This is an optimization exercise on Yosys and OpenROAD, whose aim is small area and a short achievable clock period, not a production implementation.
Only simulation tests tie the RTL to the original design; equivalence was not proved.
Power figures rest on the tool's default switching activity, not on a simulated workload.

==> flow/design.v (outline; a module is shown in full before it is edited, if it fits) <==
// module chain_mod: 3669 lines
// module chain_mod_fa: 10 lines
module chain_mod #(
    parameter int BIT_RES   = 32,
    parameter int FRAC_BITS = 23
) (
    input  logic               clk,
    input  logic               reset,
    input  logic [BIT_RES-1:0] numInSide,
    output logic [BIT_RES-1:0] numOutSide,
    input  logic [BIT_RES-1:0] numInTop,
    output logic [BIT_RES-1:0] numOutTop,
    output logic [BIT_RES-1:0] sum
);
  // ...
==> flow/flow/run.sh <==
#!/bin/bash
export SETUP_SLACK_MARGIN=7.0

bash standard.sh > standard.log 2>&1
==> flow/standard.sh <==
#!/bin/bash
# synth_recipe.tcl (not shown) runs the flow's synth.tcl, then flattens the netlist and writes it again
# the make line also repeats each setting of config.mk as NAME=value (left out here)
make -C /OpenROAD-flow-scripts/flow DESIGN_CONFIG=/design/flow/config.mk WORK_HOME=/design/flow/orfs CLKGATE_MAP_FILE= SYNTH_SCRIPT=/design/flow/synth_recipe.tcl "${@:-finish}"
==> flow/config.mk <==
export PLATFORM = sky130hd
export DESIGN_NAME = chain_mod
export DESIGN_NICKNAME = chain_mod
export VERILOG_FILES = /design/flow/design.v
export SDC_FILE = /design/flow/constraint.sdc
export NUM_CORES = 4
export LEC_CHECK = 0
export ABC_AREA = 1
export CAP_MARGIN = 20
export CORE_MARGIN = 2
export CORE_UTILIZATION = 65
export SLEW_MARGIN = 20
export SYNTH_HIERARCHICAL = 1
export SYNTH_MINIMUM_KEEP_SIZE = 0
==> flow/constraint.sdc <==
create_clock -name core_clock -period 13.5 [get_ports {clk}]
set_input_delay 2.7000 -clock core_clock [delete_from_list [all_inputs] [get_ports {clk}]]
set_output_delay 2.7000 -clock core_clock [all_outputs]
set_load 0.01 [all_outputs]
==> results.sh, run 1 <==
export IMPL_post_place_cells=3823
export IMPL_cts_root_buf="clkbuf_16"
export IMPL_synth_common_cells="xor2_1 (540), o22ai_1 (494), fa_1 (461)"
export IMPL_drtAntennaViolNets=0
export IMPL_max_freq_mhz=149
export IMPL_nNonClkBuffers=340
export IMPL_max_slew_worst_pin_slew_ps=1040
export IMPL_finalHoldViolCount=0
export IMPL_netlist_area_um2=29000
export IMPL_multi_input_cells=2557
export IMPL_async_flop_share=0
export IMPL_multiInputGateArea_um2=23800
export IMPL_postPlaceCellArea_um2=30800
export IMPL_irDropWorstVdd_mv=0.502
export IMPL_ys_ff_latch=193
export IMPL_powerSeq_mw=1.15
export IMPL_clk_pin_slew_ps=90
export IMPL_top_layer_used="met5"
export IMPL_synth_compound_area_share=0.150
export IMPL_routabilityCongestion=0.935
export IMPL_critPathCapture="sum[3]"
export IMPL_status="timing/DRC/antenna clean"
export IMPL_p_comb_frac=0.838
export IMPL_critPathKind="reg2out"
export IMPL_cts_tree="built"
export IMPL_num_vias=27300
export IMPL_grt_max_degree=66
export IMPL_reg_largest_list="r_row0 x47, r_row1 x47"
export IMPL_clkSinkCount=193
export IMPL_ctsHoldBuffers=0
export IMPL_drive_above_1_share=0.130
export IMPL_fin_cells=3959
export IMPL_critPathMaxFanout=7
export IMPL_fin_total_pwr_mw=10.2
export IMPL_cp_arrival_ps=4010
export IMPL_synth_largest_area_cell="fa_1"
==> run 2: changes to the inputs <==
==> flow/flow/run.sh (replaced) <==
#!/bin/bash
export SETUP_SLACK_MARGIN=6.5

bash standard.sh > standard.log 2>&1
==> run 2 against run 1 <==
Still clean. Register-to-register slack lost 90 ps. Flip-flop and latch count is the same. Sequential power is essentially flat. Maximum frequency shrank 2.9%. Cell count shrank 2.0%. Via count shrank 2.5%. Clock power grew 3%. Clock skew shrank 3.5 ps. Critical path depth shrank 14. Die area is the same. Critical path type is now in2reg. Highest routed layer unchanged.
==> results.sh, run 2 <==
export IMPL_fin_cells=3881
export IMPL_num_vias=26600
export IMPL_cts_made_buffers=17
export IMPL_synth_largest_area_cell="fa_1"
export IMPL_yosys_warnings=7
export IMPL_max_slew_worst_pin_slew_ps=1110
export IMPL_post_route_min_period_ps=6910
export IMPL_fill_cells=3465
export IMPL_cap_violations=0
export IMPL_cp_required_ps=13880
export IMPL_drc_errors=0
export IMPL_ys_ff_latch=193
export IMPL_cp_cell_sequence="buf_2 -> buf_4 -> inv_1 -> o21ai_2 -> buf_4 -> o22ai_1 -> xor2_1 -> fa_1 -> fa_1 -> fa_1 -> fa_1 -> fa_1"
export IMPL_dp_hpwl_um=68400
export IMPL_setup_tns_ps=0
export IMPL_netlist_area_um2=29000
export IMPL_yosysSeqAreaShare=0.133
export IMPL_avgSynthCellArea_um2=8.84
export IMPL_rsz0062_at_grt="no"
export IMPL_grt_pass1_wl_um=156000
export IMPL_power_density_nw_per_um2=312
export IMPL_fin_skew_ps=11.5
export IMPL_htree_levels=4
export IMPL_yosysMostFrequentCell="xor2_1"
export IMPL_cpMaxStageDelayCell="buf_4"
export IMPL_max_clock_path_buffers=2
export IMPL_async_flop_share=0
export IMPL_vias_per_cell=6.85
export IMPL_die_area_um2=46300
export IMPL_num_rows=77
export IMPL_synth_area_top_cells="fa_1 (32%), xor2_1 (16%), dfxtp_1 (13%), o22ai_1 (11%), ha_1 (6.5%)"
export IMPL_synth_edf_count=0
export IMPL_final_net_count=3953
export IMPL_synth_cells=3278
export IMPL_die_width_um=215
export IMPL_ys_types=45
export IMPL_max_freq_mhz=145
export IMPL_io_pins=162
export IMPL_clkSinkCount=193
export IMPL_synth_common_cells="xor2_1 (540), o22ai_1 (494), fa_1 (461)"
export IMPL_cp_arrival_ps=7300
export IMPL_finalHoldViolCount=0
export IMPL_critPathKind="in2reg"
export IMPL_layout_commonest_cell="xor2_1"
export IMPL_status="timing/DRC/antenna clean"
export IMPL_drtAntennaViolNets=0
export IMPL_dieHeight_um=215
export IMPL_core_region_area_um2=44100
export IMPL_wl_per_cell_um=26.8
export IMPL_synth_main_ff_cell="dfxtp_1"
export IMPL_drive_above_1_share=0.0821
export IMPL_port_buffers=161
export IMPL_worstSetupStartpointType="primary input"
export IMPL_ctsHoldBuffers=0
export IMPL_grtUsageTotal=0.443
export IMPL_finish_utilization=0.721
export IMPL_start_util=0.657
export IMPL_grt_overflow=0
export IMPL_hp_class="reg2reg"
export IMPL_syn_nets=3956
export IMPL_setup_viol=0
export IMPL_drtIter0Drc=3985
export IMPL_relSlewSlack=0.258
export IMPL_crit_top_cell="fa_1"
export IMPL_layout_common_cells="xor2_1 (540), o22ai_1 (494), fa_1 (460), nand2_1 (349), inv_1 (241)"
export IMPL_irDropWorstVdd_mv=0.398
export IMPL_post_place_cells=3823
export IMPL_critPathMaxFanout=36
export IMPL_antenna_found_initial=1
export IMPL_clk_pin_slew_ps=80
export IMPL_area_growth_pct=9.74
export IMPL_routabilityCongestion=0.966
export IMPL_p_leak_nw=14.0
export IMPL_end_kind="flop"
export IMPL_firstDrtPassIters=9
export IMPL_grt_pass1_vias=27100
export IMPL_reg_largest_list="r_row0 x47, r_row1 x47"
export IMPL_wl_um=104000
export IMPL_cts_tree="built"
export IMPL_cts_root_buf="clkbuf_16"
export IMPL_slowest_delay_ps=560
export IMPL_grt_max_degree=66
export IMPL_final_max_slew_viol_count=0
export IMPL_finalCritPeriodShare=0.512
export IMPL_worstSkewPairLatency_ps=520
export IMPL_netlist_area_leader_share=0.318
run 2: cell counts after synthesis:
Identical to the previous run, type by type.
run 2: cells by family after synthesis:
family,Yosys count,share of synthesized area
AO/OA/AOI/OAI,709,0.150
AND/OR/NAND/NOR,678,0.0954
flip-flops,193,0.133
adder cells (fa/ha/maj),612,0.383
XOR/XNOR,551,0.166
buffers and inverters,535,0.0717
run 2: layout make-up:
| type | instances | area (um2) | share of cell area |
|---|---|---|---|
| multi-input combinational | 2554 | 23400 | 0.735 |
| clock inverter | 13 | 136 | 0.00429 |
| sequential | 193 | 3860 | 0.121 |
| clock buffer | 19 | 443 | 0.0139 |
| timing repair buffer | 263 | 2320 | 0.0729 |
| tap | 592 | 741 | 0.0233 |
| inverter | 246 | 928 | 0.0292 |
| antenna | 1 | 2.50 | 0.0000787 |
run 2: routing by layer:
metal | routed length (um) | track usage | part of all wire | vias to the layer above
li1 | - | - | - | 10900
met1 | 38000 | 0.565 | 0.37 | 12800
met2 | 44800 | 0.654 | 0.43 | 2371
met3 | 15000 | 0.170 | 0.14 | 557
met4 | 6290 | 0.230 | 0.060 | 2
met5 | 12 | 0 | 0.00012 | -
run 2: report_power, final:
group          internal [mW]  switching [mW]
Combinational           3.47            4.77
Sequential             0.908           0.243
Clock                  0.250           0.278
Total                   4.63            5.29
run 2: path summary, 6_finish.rpt:
path                 from  cells past startpoint  slack, ps    endpoint
min reg2reg     r_acc[11]                      6        770   r_acc[11]
max reg2reg     r_row0[2]                     27       9940    r_acc[5]
min             r_acc[11]                      6        770   r_acc[11]
max          numInTop[27]                     12       6590  r_row1[24]
run 2: repair_timing:
item / 4_1_cts / 5_1_grt
buffers inserted: 5 / 15
endpoints found under the setup margin: 70 / 56
gates resized for setup: 43 / 95
gates cloned: 2 / 3
pin swaps: 2 / 14
run 2: per-stage QoR:
stage	instance area [um2]	hold slack [ps]	total power, mW	worst slack [ps]
final	31800	771	9.92	6590
after detailed placement	30800	755	8.63	5650
after global placement	30800	751	8.28	5790
after global routing	31800	856	10.8	6480
after floorplan	29000	544	6.40	6790
after CTS	31500	775	9.34	6250
run 2: critical path, delay by kind of cell:
kind	cells	cell delay, ps
AOI/OAI and AO/OA	2	350
xor gates and xnor gates	1	190
adders and majority gates	5	2540
buffers and inverters	4	1400
run 2: per-module statistics from Yosys, one instance, submodules excluded:
module        times used  cells inside
chain_mod              1          2853
chain_mod_fa         425             1
==> run 3: changes to the inputs <==
==> flow/flow/run.sh (replaced) <==
#!/bin/bash
export SETUP_SLACK_MARGIN=6.5
export BUFFER_PORTS_ARGS="-buffer_cell sky130_fd_sc_hd__buf_2"
bash standard.sh > standard.log 2>&1
==> run 3 against run 2 <==
Still clean. Critical path depth did not move. Sequential power barely moved. Clock-buffer cell count fell by 2. Cell count fell by 0.44%. Maximum frequency fell by 1.4%. Critical endpoint is now r_row1[16]. Largest power group unchanged. Highest routed layer unchanged.
==> results.sh, run 3 <==
export IMPL_synth_main_ff_cell="dfxtp_1"
export IMPL_grt_pass1_vias=27200
export IMPL_path_delay_family="adder cells"
export IMPL_netlist_area_leader_share=0.318
export IMPL_cp_required_ps=13870
export IMPL_synth_area_top_cells="fa_1 (32%), xor2_1 (16%), dfxtp_1 (13%), o22ai_1 (11%), ha_1 (6.5%)"
export IMPL_worstSetupStartpointType="primary input"
export IMPL_postPlaceCellArea_um2=30100
export IMPL_layout_commonest_cell="xor2_1"
export IMPL_cts_root_buf="clkbuf_16"
export IMPL_synthSimpleGateAreaFrac=0.0954
export IMPL_synth_xor_area_frac=0.166
export IMPL_met2_usage=0.660
export IMPL_synth_largest_area_cell="fa_1"
export IMPL_synth_top_family_by_area="adder cells"
export IMPL_clkSinkCount=193
export IMPL_wl_per_cell_um=26.3
export IMPL_dpl_worst_slack_ps=5720
export IMPL_dieHeight_um=215
export IMPL_final_max_slew_viol_count=0
export IMPL_ys_types=45
export IMPL_antenna_found_initial=2
export IMPL_cp_arrival_ps=7380
export IMPL_rsz0062_at_grt="no"
export IMPL_fin_skew_ps=11.5
export IMPL_vias_per_cell=6.79
export IMPL_hp_class="reg2reg"
export IMPL_yosysSeqAreaShare=0.133
export IMPL_seqCellArea_um2=3870
export IMPL_fill_cells=3595
export IMPL_worstSkewPairLatency_ps=510
export IMPL_grt_use_met1=0.560
export IMPL_cts_tree="built"
export IMPL_slowest_delay_ps=590
export IMPL_multiInputGateArea_um2=23300
export IMPL_io_pins=162
export IMPL_cap_violations=0
export IMPL_num_rows=77
export IMPL_drive_above_1_share=0.113
export IMPL_synth_common_cells="xor2_1 (540), o22ai_1 (494), fa_1 (461)"
export IMPL_worst_slack_ps=6490
export IMPL_gr_usage_met3=0.156
export IMPL_p_leak_nw=13.9
export IMPL_ff2ff_setup_slack_ps=9900
export IMPL_yosys_warnings=7
export IMPL_crit_path_start="numInTop[23]"
export IMPL_netlist_area_um2=29000
export IMPL_wl_um=102000
export IMPL_num_vias=26300
export IMPL_drtIter0Drc=3598
export IMPL_setup_viol=0
export IMPL_async_flop_share=0
export IMPL_synthMuxAreaShare=0
export IMPL_htree_levels=4
export IMPL_status="timing/DRC/antenna clean"
export IMPL_busiest_layer="met2"
export IMPL_routabilityCongestion=0.954
export IMPL_fin_total_pwr_mw=9.41
export IMPL_min_from="r_acc[14]"
export IMPL_finalHoldViolCount=0
export IMPL_hold_slack_ps=787
export IMPL_irDropWorstVdd_mv=0.396
export IMPL_crit_top_cell="fa_1"
export IMPL_ys_ff_latch=193
export IMPL_reg2reg_from="r_row0[0]"
export IMPL_grt_pass1_wl_um=156000
export IMPL_die_width_um=215
export IMPL_finalCritPeriodShare=0.519
export IMPL_die_area_um2=46300
export IMPL_final_net_count=3938
export IMPL_grtUsageTotal=0.444
export IMPL_avgSynthCellArea_um2=8.84
export IMPL_critPathKind="in2reg"
export IMPL_core_region_area_um2=44100
export IMPL_critPathCapture="r_row1[16]"
export IMPL_syn_nets=3956
export IMPL_worst_path_stages=12
export IMPL_synth_cells=3278
export IMPL_dp_hpwl_um=68100
export IMPL_post_route_min_period_ps=7010
export IMPL_synth_edf_count=0
export IMPL_grt_overflow=0
export IMPL_drc_errors=0
export IMPL_path_buf_inv=3
export IMPL_critPathMaxFanout=33
export IMPL_max_freq_mhz=143
export IMPL_area_growth_pct=6.75
export IMPL_r2r_end="r_acc[18]"
export IMPL_start_util=0.657
export IMPL_port_buffers=161
export IMPL_rr_worst_depth=24
export IMPL_cp_cell_sequence="buf_2 -> buf_4 -> nor2_1 -> o21ai_2 -> buf_4 -> o22ai_1 -> xor2_1 -> fa_1 -> fa_1 -> fa_1 -> fa_1 -> fa_1"
export IMPL_relSlewSlack=0.235
export IMPL_drtAntennaViolNets=0
export IMPL_firstDrtPassIters=8
export IMPL_yosysMostFrequentCell="xor2_1"
export IMPL_max_slew_worst_pin_slew_ps=1150
export IMPL_synth_compound_area_share=0.150
export IMPL_max_clock_path_buffers=2
export IMPL_power_density_nw_per_um2=304
export IMPL_clk_pin_slew_ps=80
export IMPL_fin_area_um2=30900
export IMPL_cts_made_buffers=17
export IMPL_grt_max_degree=66
export IMPL_reg_largest_list="r_row0 x47, r_row1 x47"
export IMPL_layout_common_cells="xor2_1 (540), o22ai_1 (494), fa_1 (460), nand2_1 (351), inv_1 (242)"
export IMPL_setup_tns_ps=0
export IMPL_synthAdderAreaFrac=0.383
export IMPL_cpMaxStageDelayCell="buf_4"
export IMPL_end_kind="flop"
[run 3: cell counts after synthesis]
Identical to the previous run, type by type.
[run 3: layout make-up]
class / count / share of cell area
tap: 592 / 0.0239
clock buffer: 17 / 0.0137
inverter: 246 / 0.0301
clock inverter: 13 / 0.00469
sequential: 193 / 0.125
antenna: 1 / 0.0000809
timing repair buffer: 249 / 0.0496
multi-input combinational: 2553 / 0.753
[run 3: Yosys stat by module, one instance, submodules excluded]
| module | area [um2] | copies in the design | cells inside | flip-flops and latches |
|---|---|---|---|---|
| chain_mod | 20500 | 1 | 2853 | 193 |
| chain_mod_fa | 20.0 | 425 | 1 | 0 |
[run 3: how the worst min path moves through the flow]
stage	slack [ps]	to	cells past startpoint
6_report	790	r_acc[14]	6
5_1_grt	840	r_acc[11]	6
4_1_cts	780	r_acc[27]	6
3_5_place_dp	760	r_acc[27]	6
3_3_place_gp	740	r_acc[14]	6
2_1_floorplan	540	r_acc[19]	3
[run 3: routing by layer]
metal,up-vias,share of wire
met4,2,0.061
met3,523,0.14
li1,10900,-
met5,-,0.000089
met2,2259,0.43
met1,12600,0.37
[run 3: where the power goes]
part	internal, mW	switching [mW]	total [mW]
combinational	3.18	4.55	7.74
clock	0.259	0.267	0.525
sequential	0.908	0.236	1.14
[run 3: kinds of logic after synthesis]
| logic type | after synthesis |
|---|---|
| AO/OA/AOI/OAI | 709 |
| AND/OR/NAND/NOR | 678 |
| adder cells (fa/ha/maj) | 612 |
| XOR/XNOR | 551 |
| buffers and inverters | 535 |
| flip-flops | 193 |
[run 3: what timing repair did]
| action | in CTS | in global routing |
|---|---|---|
| cloned | 3 | 0 |
| resized for setup | 20 | 27 |
| endpoints found under the setup margin | 59 | 66 |
| pin swaps | 3 | 12 |
| buffers inserted | 2 | 5 |
| hold buffers | 0 | 0 |
[run 3: metrics by stage]
stage,instances,utilization
2_1_floorplan,3278,-
3_3_place_gp,3822,0.682
3_5_place_dp,3822,0.682
4_1_cts,3857,0.698
5_1_grt,3863,0.701
6_report,3864,0.701
[run 3: tightest hold or removal path: stages (launching register included)]
cell and delay, ps:
dfxtp_1 380, nand2_1 100, nand2_1 40, o21ai_0 60, nand2_1 50, nand2_1 60, a21oi_2 40
==> run 4: changes to the inputs <==
==> flow/flow/run.sh (replaced) <==
#!/bin/bash
export SETUP_SLACK_MARGIN=6.0
export BUFFER_PORTS_ARGS="-buffer_cell sky130_fd_sc_hd__buf_2"
bash standard.sh > standard.log 2>&1
==> run 4 against run 3 <==
Wire length down 1.1%. Via count down 0.55%. Clock power about the same. Combinational power down 4.0%. Maximum frequency down 3.0%. Synthesized cell count unchanged. Clock-buffer cell count unchanged. Sequential power about the same. Critical path type unchanged. Critical endpoint unchanged. Highest routed layer unchanged.
==> results.sh, run 4 <==
export IMPL_drtAntennaViolNets=0
export IMPL_hp_class="reg2reg"
export IMPL_rsz0062_at_grt="yes"
export IMPL_netlist_area_um2=29000
export IMPL_rr_worst_depth=23
export IMPL_layout_common_cells="xor2_1 (540), o22ai_1 (494), fa_1 (461), nand2_1 (361), inv_1 (242)"
export IMPL_synth_largest_area_cell="fa_1"
export IMPL_final_max_slew_viol_count=0
export IMPL_status="timing/DRC/antenna clean"
export IMPL_grt_pass1_vias=27000
export IMPL_avgSynthCellArea_um2=8.84
export IMPL_n_antenna_cell=0
export IMPL_hold_slack_ps=774
export IMPL_ff2ff_setup_slack_ps=9580
export IMPL_setup_viol=0
export IMPL_ys_ff_latch=193
export IMPL_routabilityCongestion=0.954
export IMPL_netlist_area_leader_share=0.318
export IMPL_reg_largest_list="r_row0 x47, r_row1 x47"
export IMPL_critPathMaxFanout=36
export IMPL_io_pins=162
export IMPL_yosysMostFrequentCell="xor2_1"
export IMPL_power_density_nw_per_um2=296
export IMPL_critPathKind="in2reg"
export IMPL_synth_cells=3278
export IMPL_async_flop_share=0
export IMPL_wl_um=101000
export IMPL_max_slew_worst_pin_slew_ps=1080
export IMPL_cts_root_buf="clkbuf_16"
export IMPL_grt_max_degree=66
export IMPL_post_cts_setup_buffer_count=0
export IMPL_relSlewSlack=0.276
export IMPL_finalHoldViolCount=0
export IMPL_port_buffers=161
export IMPL_wl_per_cell_um=26.1
export IMPL_p_comb_frac=0.816
export IMPL_end_kind="flop"
export IMPL_die_area_um2=46300
export IMPL_final_net_count=3929
export IMPL_synth_common_cells="xor2_1 (540), o22ai_1 (494), fa_1 (461)"
export IMPL_worst_hold_path_endpoint="r_acc[27]"
export IMPL_drive_above_1_share=0.105
export IMPL_antenna_found_initial=2
export IMPL_grt_pass1_wl_um=155000
export IMPL_dieHeight_um=215
export IMPL_min_from="r_acc[27]"
export IMPL_ys_types=45
export IMPL_cts_made_buffers=17
export IMPL_min_path_cells=6
export IMPL_num_rows=77
export IMPL_r2r_end="r_acc[11]"
export IMPL_clkSinkCount=193
export IMPL_cp_arrival_ps=7600
export IMPL_postPlaceCellArea_um2=30100
export IMPL_cts_tree="built"
export IMPL_drtIter0Drc=3488
export IMPL_grtUsageTotal=0.440
export IMPL_grt_overflow=0
export IMPL_synth_area_top_cells="fa_1 (32%), xor2_1 (16%), dfxtp_1 (13%), o22ai_1 (11%), ha_1 (6.5%)"
export IMPL_layout_commonest_cell="xor2_1"
export IMPL_dp_hpwl_um=68100
export IMPL_worstSkewPairLatency_ps=510
export IMPL_fin_area_um2=30700
export IMPL_fin_skew_ps=11.3
export IMPL_core_region_area_um2=44100
export IMPL_synth_main_ff_cell="dfxtp_1"
export IMPL_yosysSeqAreaShare=0.133
export IMPL_htree_levels=4
export IMPL_post_route_min_period_ps=7230
export IMPL_yosys_warnings=7
export IMPL_p_leak_nw=13.8
export IMPL_num_vias=26100
export IMPL_fill_cells=3626
export IMPL_drc_errors=0
export IMPL_internal_power_mw=4.23
export IMPL_die_width_um=215
export IMPL_syn_nets=3956
export IMPL_cap_violations=0
export IMPL_synth_edf_count=0
export IMPL_clk_pin_slew_ps=80
export IMPL_max_freq_mhz=138
export IMPL_irDropWorstVdd_mv=0.393
export IMPL_seq_power_share=0.126
export IMPL_vias_per_cell=6.77
export IMPL_clkPwrFrac=0.058
export IMPL_firstDrtPassIters=10
export IMPL_worstSetupStartpointType="primary input"
export IMPL_area_growth_pct=6.02
export IMPL_reg2reg_from="r_row0[0]"
export IMPL_power_switching_mw=4.87
export IMPL_max_clock_path_buffers=2
export IMPL_cp_required_ps=13870
export IMPL_setup_tns_ps=0
export IMPL_swShare=0.535
export IMPL_start_util=0.657
export IMPL_finalCritPeriodShare=0.535
run 4: area by class of cell:
class,count,area (um2),area share
Multi-Input combinational cell,2550,23200,0.754
Sequential cell,193,3860,0.126
Timing Repair Buffer,243,1450,0.0472
Inverter,246,923,0.0300
Tap cell,592,741,0.0241
Clock buffer,17,425,0.0138
Clock inverter,13,145,0.00472
run 4: cell families after synthesis:
| kind of cell | count (synthesis) | share of synthesized area |
|---|---|---|
| buffers and inverters | 535 | 0.0717 |
| and+or+nand+nor | 678 | 0.0954 |
| AOI/OAI and AO/OA | 709 | 0.150 |
| xor gates and xnor gates | 551 | 0.166 |
| adders and majority gates | 612 | 0.383 |
| DFF | 193 | 0.133 |
run 4: metrics by stage:
step	worst slack (ps)	total power, mW	cells	utilization
2_1_floorplan	6790	6.40	3278	-
3_3_place_gp	5880	8.03	3822	0.682
3_5_place_dp	5720	8.40	3822	0.682
4_1_cts	6100	8.99	3852	0.695
5_1_grt	5990	10.1	3854	0.697
6_report	6270	9.10	3854	0.697
run 4: repair_timing:
item | CTS | global route
hold buffers | 0 | 0
setup endpoints to repair | 31 | 32
resized for setup | 3 | 6
run 4: worst max-delay path: stages:
cell	delay [ps]
buf_2	770
inv_1	310
o21ai_2	200
buf_4	350
o22ai_1	140
xor2_1	200
fa_1	500
fa_1	500
fa_1	500
fa_1	400
fa_1	540
fa_1	440
run 4: how the worst max path moves through the flow:
| stage | cells past startpoint | start | endpoint |
|---|---|---|---|
| 2_1_floorplan | 12 | numInTop[5] | r_row1[18] |
| 3_3_place_gp | 12 | numInTop[7] | r_row1[15] |
| 3_5_place_dp | 12 | numInTop[7] | r_row1[17] |
| 4_1_cts | 25 | r_row0[0] | sum[21] |
| 5_1_grt | 24 | r_row0[0] | sum[11] |
| 6_report | 12 | numInTop[5] | r_row1[16] |
run 4: modules after synthesis (local to each module, per instance):
module        times used  area, um2  flip-flops and latches  cells inside
chain_mod              1      20500                     193          2853
chain_mod_fa         425       20.0                       0             1
run 4: power groups by stage:
stage / Combinational [mW] / Sequential [mW] / Clock [mW]
2_1_floorplan: 5.35 / 1.05 / 0
3_3_place_gp: 6.89 / 1.14 / 0
3_5_place_dp: 7.26 / 1.14 / 0
4_1_cts: 7.33 / 1.13 / 0.532
5_1_grt: 8.38 / 1.16 / 0.552
6_report: 7.43 / 1.15 / 0.526
run 4: per-layer routing:
metal / vias to the layer above / GRT usage / part of all wire
li1: 10800 / - / -
met1: 12500 / 0.558 / 0.37
met2: 2238 / 0.655 / 0.43
met3: 556 / 0.157 / 0.14
met4: 4 / 0.247 / 0.063
met5: - / 0 / 0.00023

[afterwards: timing with drivers on the ports]
No port has a modelled driver above. Below, the same layouts with a new extraction and two added sets of constraints. Step 1, drivers: a clkbuf_16 drives clk and a buf_2 each remaining input, both assumed. Step 2 moves the port delays by t, midway between the first and last clock arrival at a register: inputs arrive t later, outputs are due t later. That takes back most of the time a late clock gives input paths. Three values: no drivers, after step 1, after step 2; two values: the first two.
run	shift t [ns]	setup slack, ns	latest minus earliest clock arrival (ns)
run 1	0.562	6.789 / 6.727 / 6.453	0.015 / 0.015
run 2	0.583	6.587 / 6.613 / 6.031	0.017 / 0.017
run 3	0.562	6.488 / 6.521 / 5.959	0.018 / 0.019
run 4	0.565	6.273 / 6.268 / 5.739	0.018 / 0.019
After both steps every run listed still meets setup and hold. The setup slack of run 2, which loses most, moves by +0.026 ns with the drivers and by -0.556 ns with both steps.
